This is an optimization exercise on Yosys and OpenROAD, whose aim is small area, a short achievable clock period and few clock cycles, not a production implementation. In this exercise RTL edits were held to simulation tests only and were not proved equivalent to the original. No activity file was given, so power comes from the tool's default toggle rates.

==> inputs of v33 <==
Design matrix_reg_unit, start of the top module:
module matrix_reg_unit
(
  input  logic                    clk,
  input  logic                    rstnn,
  input  logic                    i_cmd_valid,
  input  logic [2:0]              i_cmd_op,
  input  logic [1:0]              i_cmd_row,
  input  logic [1:0]              i_cmd_col,
  input  logic [15:0]             i_cmd_data,
  output logic                    o_cmd_credit,
  input  logic                    i_row_credit,
  output logic                    o_row_valid,
  output logic [1:0]              o_row_index,
  output logic [63:0]             o_row_data
);
  localparam logic [2:0] OP_INIT        = 3'd0;
  localparam logic [2:0] OP_WRITE       = 3'd1;
  localparam logic [2:0] OP_SHIFT_UP    = 3'd2;
  localparam logic [2:0] OP_SHIFT_DOWN  = 3'd3;
  localparam logic [2:0] OP_SHIFT_LEFT  = 3'd4;
  localparam logic [2:0] OP_SHIFT_RIGHT = 3'd5;
  localparam logic [2:0] OP_TRANSPOSE   = 3'd6;
  localparam logic [2:0] OP_READ        = 3'd7;
  function automatic logic [11:0] row_sel(input logic t, input logic [1:0] a,
                                          input logic [1:0] b, input logic [1:0] k);
    for (int j = 0; j < 4; j++)
      row_sel[j*2 +: 2] = t ? (2'(j) - k - b) : (k + a);
    row_sel[9:8]   = k + a + b;
    row_sel[11:10] = k;
  endfunction
  function automatic logic [3:0] rotl(input logic [3:0] v);
    rotl = {v[2:0], v[3]};
  endfunction
  function automatic logic [3:0] rotr(input logic [3:0] v);
    rotr = {v[0], v[3:1]};
  endfunction
  function automatic logic [1:0] oh2bin(input logic [3:0] v);
    oh2bin = {v[3] | v[2], v[3] | v[1]};
  endfunction
  ...
Settings: LEC_CHECK=0, CAP_MARGIN=20, CORE_MARGIN=2, CORE_UTILIZATION=30, SETUP_SLACK_MARGIN=2.0, SLEW_MARGIN=20; clock period 4.0 ns.
run.sh (not shown) runs the stock make flow with config.mk's settings and CLKGATE_MAP_FILE= SYNTH_SCRIPT=/design/flow/synth_recipe.tcl, a recipe that flattens the netlist after the stock synthesis.
==> v30: changes against v33 <==
--- a/flow/design.v
+++ b/flow/design.v
@@ -26,23 +26,16 @@
   localparam logic [2:0] OP_INIT        = 3'd0;
   localparam logic [2:0] OP_WRITE       = 3'd1;
   localparam logic [2:0] OP_SHIFT_UP    = 3'd2;
   localparam logic [2:0] OP_SHIFT_DOWN  = 3'd3;
   localparam logic [2:0] OP_SHIFT_LEFT  = 3'd4;
   localparam logic [2:0] OP_SHIFT_RIGHT = 3'd5;
   localparam logic [2:0] OP_TRANSPOSE   = 3'd6;
   localparam logic [2:0] OP_READ        = 3'd7;
-  function automatic logic [11:0] row_sel(input logic t, input logic [1:0] a,
-                                          input logic [1:0] b, input logic [1:0] k);
-    for (int j = 0; j < 4; j++)
-      row_sel[j*2 +: 2] = t ? (2'(j) - k - b) : (k + a);
-    row_sel[9:8]   = k + a + b;
-    row_sel[11:10] = k;
-  endfunction
   function automatic logic [3:0] rotl(input logic [3:0] v);
     rotl = {v[2:0], v[3]};
   endfunction
   function automatic logic [3:0] rotr(input logic [3:0] v);
     rotr = {v[0], v[3:1]};
   endfunction
   function automatic logic [1:0] oh2bin(input logic [3:0] v);
     oh2bin = {v[3] | v[2], v[3] | v[1]};
@@ -57,17 +50,20 @@
     else
       blocked = left & ~cur;
   endfunction
   logic [22:0] q_mem [0:2];
   logic [2:0]  q_wr;        
   logic [2:0]  q_rd;        
   logic [1:0]  q_cnt;
   logic        h_valid;
-  logic [2:0]  h_op;
+  logic        h_up;        
+  logic        h_dn;        
+  logic        h_lf;        
+  logic        h_rt;        
   logic        h_write;
   logic        h_read;
   logic        h_ri;        
   logic        h_tr;        
   logic [3:0]  h_row;       
   logic [3:0]  h_col;       
   logic [3:0]  h_line;      
   logic [15:0] h_data;
@@ -81,20 +77,21 @@
   logic [3:0]  r_left;      
   logic [3:0]  r_cur;       
   logic [2:0]  rc_cnt;      
   logic        has_credit;
   logic        has_credit2;  
   logic [3:0]  blk;         
   logic        busy;        
   logic [11:0] sel;
+  logic [9:0]  s0;
   logic        wb_we;
   logic        wb_r0;       
-  logic [1:0]  wb_p;
-  logic [1:0]  wb_q;
+  logic [3:0]  wb_bank;     
+  logic [3:0]  wb_ent;      
   logic [15:0] wb_data;
   logic exec;
   logic cap_cont;
   logic cap_new_ok;
   logic cap;
   logic wb_hazard;
   assign exec = h_valid && !(h_write && |(h_line & blk)) && !(h_ri && busy);
   assign cap_cont = rd_active && has_credit;
@@ -104,24 +101,42 @@
   logic       u_t;
   logic [1:0] u_a;
   logic [1:0] u_b;
   always_comb
   begin
     u_t = m_t;
     u_a = m_a;
     u_b = m_b;
-    case (h_op)
-      OP_SHIFT_UP:    if (m_t) u_b = m_b + 2'd1; else u_a = m_a + 2'd1;
-      OP_SHIFT_DOWN:  if (m_t) u_b = m_b - 2'd1; else u_a = m_a - 2'd1;
-      OP_SHIFT_LEFT:  if (m_t) u_a = m_a + 2'd1; else u_b = m_b + 2'd1;
-      OP_SHIFT_RIGHT: if (m_t) u_a = m_a - 2'd1; else u_b = m_b - 2'd1;
-      OP_TRANSPOSE:   u_t = !m_t;
-      default: ;
-    endcase
+    if (h_up) if (m_t) u_b = m_b + 2'd1; else u_a = m_a + 2'd1;
+    if (h_dn) if (m_t) u_b = m_b - 2'd1; else u_a = m_a - 2'd1;
+    if (h_lf) if (m_t) u_a = m_a + 2'd1; else u_b = m_b + 2'd1;
+    if (h_rt) if (m_t) u_a = m_a - 2'd1; else u_b = m_b - 2'd1;
+    if (h_tr) u_t = !m_t;
+  end
+  logic [9:0] s0_u;
+  logic [1:0] s0_d;
+  assign s0_d = (h_up ^ m_t) ? 2'd1 : 2'd3;
+  always_comb
+  begin
+    s0_u[9:8] = s0[9:8] + ((h_up || h_lf) ? 2'd1 : (h_dn || h_rt) ? 2'd3 : 2'd0);
+    for (int j = 0; j < 4; j++)
+      if (h_tr)
+        s0_u[j*2 +: 2] = m_t ? (s0[9:8] + s0[1:0]) : (2'(j) - s0[9:8] + s0[1:0]);
+      else if (h_up || h_dn)
+        s0_u[j*2 +: 2] = s0[j*2 +: 2] + s0_d;
+      else
+        s0_u[j*2 +: 2] = s0[j*2 +: 2];
+  end
+  logic [9:0] s1;
+  always_comb
+  begin
+    for (int j = 0; j < 4; j++)
+      s1[j*2 +: 2] = m_t ? s0[j*2 +: 2] - 2'd1 : s0[j*2 +: 2] + 2'd1;
+    s1[9:8] = s0[9:8] + 2'd1;
   end
   logic        q_ne;
   logic [22:0] q_head;
   logic [2:0]  n_op;
   logic [3:0]  n_row;
   logic [3:0]  n_col;
   assign q_ne   = (q_cnt != 2'd0);
   assign q_head = ({23{q_rd[0]}} & q_mem[0]) | ({23{q_rd[1]}} & q_mem[1])
@@ -161,18 +176,18 @@
   logic       act_c;
   logic       last_c;
   logic       sh_dn;
   logic       sh_up;
   assign left_c = cap_cont ? (r_left & ~r_cur) : r_left;
   assign cur_c  = cap_cont ? rotl(r_cur) : r_cur;
   assign act_c  = cap_cont ? !rd_last : rd_active;
   assign last_c = cap_cont ? (sel[11:10] == 2'd2) : rd_last;
-  assign sh_dn  = same_t ? (h_op == OP_SHIFT_UP)   : (h_op == OP_SHIFT_LEFT);
-  assign sh_up  = same_t ? (h_op == OP_SHIFT_DOWN) : (h_op == OP_SHIFT_RIGHT);
+  assign sh_dn  = same_t ? h_up : h_lf;
+  assign sh_up  = same_t ? h_dn : h_rt;
   logic       act_x, last_x, st_x;
   logic [3:0] left_x, cur_x;
   always_comb
   begin
     if (h_read)
     begin
       act_x  = 1'b1;
       last_x = 1'b0;
@@ -220,20 +235,20 @@
   begin
     for (int j = 0; j < 4; j++)
       sel_inc[j*2 +: 2] = r_t ? sel[j*2 +: 2] - 2'd1 : sel[j*2 +: 2] + 2'd1;
     sel_inc[9:8]   = sel[9:8] + 2'd1;
     sel_inc[11:10] = sel[11:10] + 2'd1;
   end
   assign going  = act_c;
   assign sel_go = cap_cont ? sel_inc : sel;
-  assign sel_x  = h_read ? row_sel(m_t, m_a, m_b, cap_new_ok ? 2'd1 : 2'd0)
+  assign sel_x  = h_read ? (cap_new_ok ? {2'd1, s1} : {2'd0, s0})
                 : going  ? sel_go
-                :          row_sel(u_t, u_a, u_b, 2'd0);
-  assign sel_n  = going  ? sel_go : row_sel(m_t, m_a, m_b, 2'd0);
+                :          {2'd0, s0_u};
+  assign sel_n  = going  ? sel_go : {2'd0, s0};
   always_ff @(posedge clk or negedge rstnn)
   begin
     if (!rstnn)
     begin
       m_t         <= 1'b0;
       m_a         <= '0;
       m_b         <= '0;
       rd_active   <= 1'b0;
@@ -243,24 +258,26 @@
       r_left      <= '0;
       r_cur       <= '0;
       rc_cnt      <= '0;
       has_credit  <= 1'b0;
       has_credit2 <= 1'b0;
       blk         <= '0;
       busy        <= 1'b0;
       sel         <= '0;
+      s0          <= '0;
     end
     else
     begin
       if (exec)
       begin
         m_t         <= u_t;
         m_a         <= u_a;
         m_b         <= u_b;
+        s0          <= s0_u;
         rd_active   <= act_x;
         rd_last     <= last_x;
         same_t      <= st_x;
         r_left      <= left_x;
         r_cur       <= cur_x;
         rc_cnt      <= rc_x;
         has_credit  <= hc_x;
         has_credit2 <= hc2_x;
@@ -291,17 +308,20 @@
       h_valid <= 1'b0;
     else if (exec || !h_valid)
       h_valid <= q_ne;
   end
   always_ff @(posedge clk)
   begin
     if (exec || !h_valid)
     begin
-      h_op    <= n_op;
+      h_up    <= (n_op == OP_SHIFT_UP);
+      h_dn    <= (n_op == OP_SHIFT_DOWN);
+      h_lf    <= (n_op == OP_SHIFT_LEFT);
+      h_rt    <= (n_op == OP_SHIFT_RIGHT);
       h_write <= (n_op == OP_WRITE);
       h_read  <= (n_op == OP_READ);
       h_ri    <= (n_op == OP_READ) || (n_op == OP_INIT);
       h_tr    <= (n_op == OP_TRANSPOSE);
       h_row   <= n_row;
       h_col   <= n_col;
       h_line  <= (exec ? st_x : same_t) ? n_row : n_col;
       h_data  <= q_head[15:0];
@@ -316,30 +336,28 @@
     if (!rstnn)
       wb_we <= 1'b0;
     else
       wb_we <= exec && h_write;
   end
   always_ff @(posedge clk)
   begin
     wb_r0   <= h_row[0];
-    wb_p    <= (m_t ? h_c : h_r) + m_a;
-    wb_q    <= (m_t ? h_r : h_c) + m_b;
+    wb_bank <= 4'b0001 << (h_r + h_c + m_a + m_b);
+    wb_ent  <= 4'b0001 << ((m_t ? h_c : h_r) + m_a);
     wb_data <= h_data;
   end
   logic [15:0] mem   [0:3][0:3];    
   logic [3:0]  valid [0:3];         
   logic        fill;
-  logic [1:0]  wb_bank;
-  assign wb_bank = wb_p + wb_q;
   always_ff @(posedge clk)
   begin
     for (int j = 0; j < 4; j++)
       for (int i = 0; i < 4; i++)
-        if (wb_we && wb_bank == 2'(j) && wb_p == 2'(i))
+        if (wb_we && wb_bank[j] && wb_ent[i])
           mem[j][i] <= wb_data;
   end
   always_ff @(posedge clk or negedge rstnn)
   begin
     if (!rstnn)
     begin
       for (int j = 0; j < 4; j++)
         valid[j] <= '0;
@@ -350,17 +368,17 @@
       for (int j = 0; j < 4; j++)
         valid[j] <= '0;
       fill <= 1'b1;
     end
     else if (wb_we)
     begin
       for (int j = 0; j < 4; j++)
         for (int i = 0; i < 4; i++)
-          if (wb_bank == 2'(j) && wb_p == 2'(i))
+          if (wb_bank[j] && wb_ent[i])
             valid[j][i] <= 1'b1;
     end
   end
   logic [15:0] bank_out [0:3];
   always_comb
   begin
     for (int j = 0; j < 4; j++)
       bank_out[j] = valid[j][sel[j*2 +: 2]] ? mem[j][sel[j*2 +: 2]] : {15'b0, fill};
Settings changed: CORE_UTILIZATION 30 to 45, CTS_BUF_LIST from default to sky130_fd_sc_hd__clkbuf_16, CTS_CLUSTER_DIAMETER from default to 100, CTS_CLUSTER_SIZE from default to 30.
==> qor summary <==
| item | v33 | v30 |
|---|---|---|
| Post-CTS setup buffer count | 87 | 55 |
| Final worst-path cycle share | 0.539 | 0.548 |
| Result of the run | finished clean | finished clean |
| Fraction of area in clock buffers and inverters | 0.0602 | 0.0273 |
| Share of post-route cells with drive strength above 1 | 0.286 | 0.225 |
| Slew Limit Headroom | 0.341 | 0.301 |
| Post-layout instance count excluding filler cells | 2585 | 2214 |
| Mean number of vias per cell | 5.09 | 5.90 |
| Post-Synth XOR/XNOR Area | 0.0176 | 0.0223 |
| Met3 wirelength from detailed routing | 3060 um | 2620 um |
| Path type of the worst min-delay path | flip-flop to flip-flop | input port to async pin |
| Unique cell type count in the Yosys netlist | 72 | 66 |
| Seq pwr | 8.38 mW | 8.37 mW |
Testbench counts of v33, summed over its fixed seeds: cycles 4,600.
Testbench counts of v30, summed over its fixed seeds: cycles 4,600.

-- what the ideal ports hide --
How much do the figures lean on ideal ports? The routed layouts below were timed once more, with nothing changed but the port constraints.
Step 1 sets driving cells, clkbuf_16 on the clock port and buf_2 on the other inputs (assumed; they add their load-dependent delay and slew).
Step 2 moves the port delays by t, midway between the first and last clock arrival at a register: inputs arrive t later, outputs are due t later. That takes back most of the time a late clock gives input paths.
Slacks: ideal / step 1 / step 2; pairs: ideal / step 1.
run	t (ns)	slack for setup (ns)	latest minus earliest clock arrival (ns)
v33	0.635	1.843 / 1.843 / 1.453	0.017 / 0.017
v30	0.627	1.809 / 1.809 / 1.372	0.039 / 0.039
After both steps setup and hold are still met in every run listed. For v30, which loses most, drivers alone change the setup slack by 0.000 ns; drivers and shift together by -0.437 ns.
